This is an optimization exercise on Yosys and OpenROAD, whose aim is small area, a short achievable clock period and few clock cycles per item, not a production implementation.
Function was checked by simulation only, so behaviour that the tests miss may differ from the original.
Power and IR drop assume default switching activity.

the previous run:
Design preemptive_priority_scheduler, start of the top module:
module preemptive_priority_scheduler (
  input  logic                          clk,
  input  logic                          rst_n,
  input  logic                          in_valid,
  output logic                          in_ready,
  input  logic                          in_cmd,
  input  logic [pps_pkg::PID_W-1:0]     in_process_id,
  input  logic [pps_pkg::LVL_W-1:0]     in_priority_level,
  output logic                          out_valid,
  input  logic                          out_ready,
  output logic                          out_running_valid,
  output logic [pps_pkg::PID_W-1:0]     out_running_pid,
  output logic [pps_pkg::LVL_W-1:0]     out_running_level,
  output logic                          out_preempt_flag,
  output logic [pps_pkg::PID_W-1:0]     out_preempted_pid,
  output logic [pps_pkg::STATUS_W-1:0]  out_status
);
  localparam int L = 5;
  localparam int D = 16;
  localparam int W = 16;
  logic         c0v, c1v;
  logic         c0_cmd, c1_cmd;
  logic [W-1:0] c0_pid, c1_pid;
  logic [2:0]   c0_lvl, c1_lvl;
  logic [2:0]   in_lvl_sat;
  logic         accept, proc;
  logic         ov;
  assign in_lvl_sat = (in_priority_level > 3'd4) ? 3'd4 : in_priority_level;
  assign in_ready   = rdy_r;
  assign accept     = in_valid && !c1v;
  assign proc       = c0v && (!ov || out_ready);
  assign out_valid  = ov;
  logic rdy_r, c1v_d;
  always_comb begin
    c1v_d = c1v;
    if (proc)      c1v_d = 1'b0;
    else if (c0v)  c1v_d = c1v || accept;
  end
  always_ff @(posedge clk) begin
    if (!rst_n) rdy_r <= 1'b1;
    else        rdy_r <= !c1v_d;
  end
  always_ff @(posedge clk) begin
  ...
Size in the first run: ~3500 cells after synthesis.
clock: 6.0 ns
lec_check: 0
cap_margin: 20
core_margin: 2
core_utilization: 50
cts_buf_list: sky130_fd_sc_hd__clkbuf_8
cts_cluster_diameter: 45
cts_cluster_size: 16
setup_slack_margin: 3.4
slew_margin: 20
run.sh (not shown) runs the stock make flow with config.mk's settings and CLKGATE_MAP_FILE= SYNTH_SCRIPT=/design/flow/synth_recipe.tcl, a recipe that flattens the netlist after the stock synthesis.
Testbench counts of the previous run, summed over its fixed seeds: cycles 32,016, items 32,000.
[inputs] the current run vs the previous run
-- flow/design.v --
<<< the previous run, line 56
  logic         ov;
  assign in_lvl_sat = (in_priority_level > 3'd4) ? 3'd4 : in_priority_level;
  assign in_ready   = rdy_r;
  assign accept     = in_valid && !c1v;
  assign proc       = c0v && (!ov || out_ready);
  assign out_valid  = ov;
  logic rdy_r, c1v_d;
  always_comb begin
    c1v_d = c1v;
    if (proc)      c1v_d = 1'b0;
    else if (c0v)  c1v_d = c1v || accept;
  end
  always_ff @(posedge clk) begin
    if (!rst_n) rdy_r <= 1'b1;
    else        rdy_r <= !c1v_d;
  end
  always_ff @(posedge clk) begin
    if (!rst_n) begin
>>> the current run, line 56
  logic         ov;
  assign in_lvl_sat = (in_priority_level > 3'd4) ? 3'd4 : in_priority_level;
  assign in_ready   = !c1v;
  assign accept     = in_valid && !c1v;
  assign proc       = c0v && (!ov || out_ready);
  assign out_valid  = ov;
  always_ff @(posedge clk) begin
    if (!rst_n) begin
<<< the previous run, line 226
    o_lvl <= slot_en ? slot_lvl_d : slot_lvl;
  end
  logic o_busy;
  always_ff @(posedge clk)
    o_busy <= proc ? (is_rel ? (any_ne && busy) : 1'b1) : busy;
  always_ff @(posedge clk) begin
    if (!rst_n) begin
>>> the current run, line 216
    o_lvl <= slot_en ? slot_lvl_d : slot_lvl;
  end
  always_ff @(posedge clk) begin
    if (!rst_n) begin
<<< the previous run, line 240
    end
  end
  assign out_running_valid = o_busy;
  assign out_running_pid   = o_pid;
  assign out_running_level = o_lvl;
>>> the current run, line 227
    end
  end
  assign out_running_valid = busy;
  assign out_running_pid   = o_pid;
  assign out_running_level = o_lvl;
==> comparison <==
The source of the critical timing path comes out c1v$_SDFFE_PP0P_ in one run and h_lo[3][1]$_SDFFE_PN0P_ in the other, namely in the current run and the previous run respectively.
The via count of the current run was inferior to that of the previous run.
Looking at share of cells above drive strength 1 across the previous run and the current run, the one that comes out higher is the current run.
The current run ended up with a higher net switching fraction of the power than the previous run did.
The run showing the smaller floorplan die area is the previous run.
Going from the previous run to the current run, number of gates given a new drive strength after cts shows a reduction of 2.0%, minimum period implied by the final worst setup slack increased by 42 ps relative to the old numbers.
Sort the previous run and the current run by final worst-path cycle share desc -> top: the current run
Against the previous run as the reference, the current run delivers a higher final cell count.
Required time at the endpoint of the critical path: the current run vs the previous run down 1960 ps
Relative contribution of the clock network to total power in the current run is 0.2 points below the previous run.
Looking at the previous run and the current run, the synthesized cell count is a wash.
Taking the previous run as the reference, in the current run number of nets in the finished design grew by 12; leakage power grew by about 1.6%; number of standard-cell rows in the floorplan grew by about 0.8%.
For the previous run, the slowest library cell on the worst path was sky130_fd_sc_hd__a221oi_4, unlike the current run, where it was sky130_fd_sc_hd__dfxtp_4.
Testbench counts of the current run, summed over its fixed seeds: cycles 32,016, items 32,000.

re-timing with driven ports:
The results above use ideal ports. As a check the final layouts listed here were re-extracted and re-timed, cells and wires unchanged. Step 1, drivers: a clkbuf_16 drives clk and a buf_2 each remaining input, both assumed. Step 2, shift: input delay + t, output delay - t, t = (earliest + latest rising clock arrival at the registers) / 2. This alone moves slack from input paths to output paths. Three values: ideal ports, drivers, drivers and shift; two values: the first two.
run	t, ns	setup slack, ns	latest minus earliest clock arrival (ns)
the previous run	0.922	3.329 / 3.311 / 2.537	0.060 / 0.060
the current run	0.926	3.287 / 3.219 / 2.479	0.055 / 0.055
After both steps setup and hold are still met in every run listed. For the current run, which loses most, drivers alone change the setup slack by -0.068 ns; drivers and shift together by -0.808 ns.
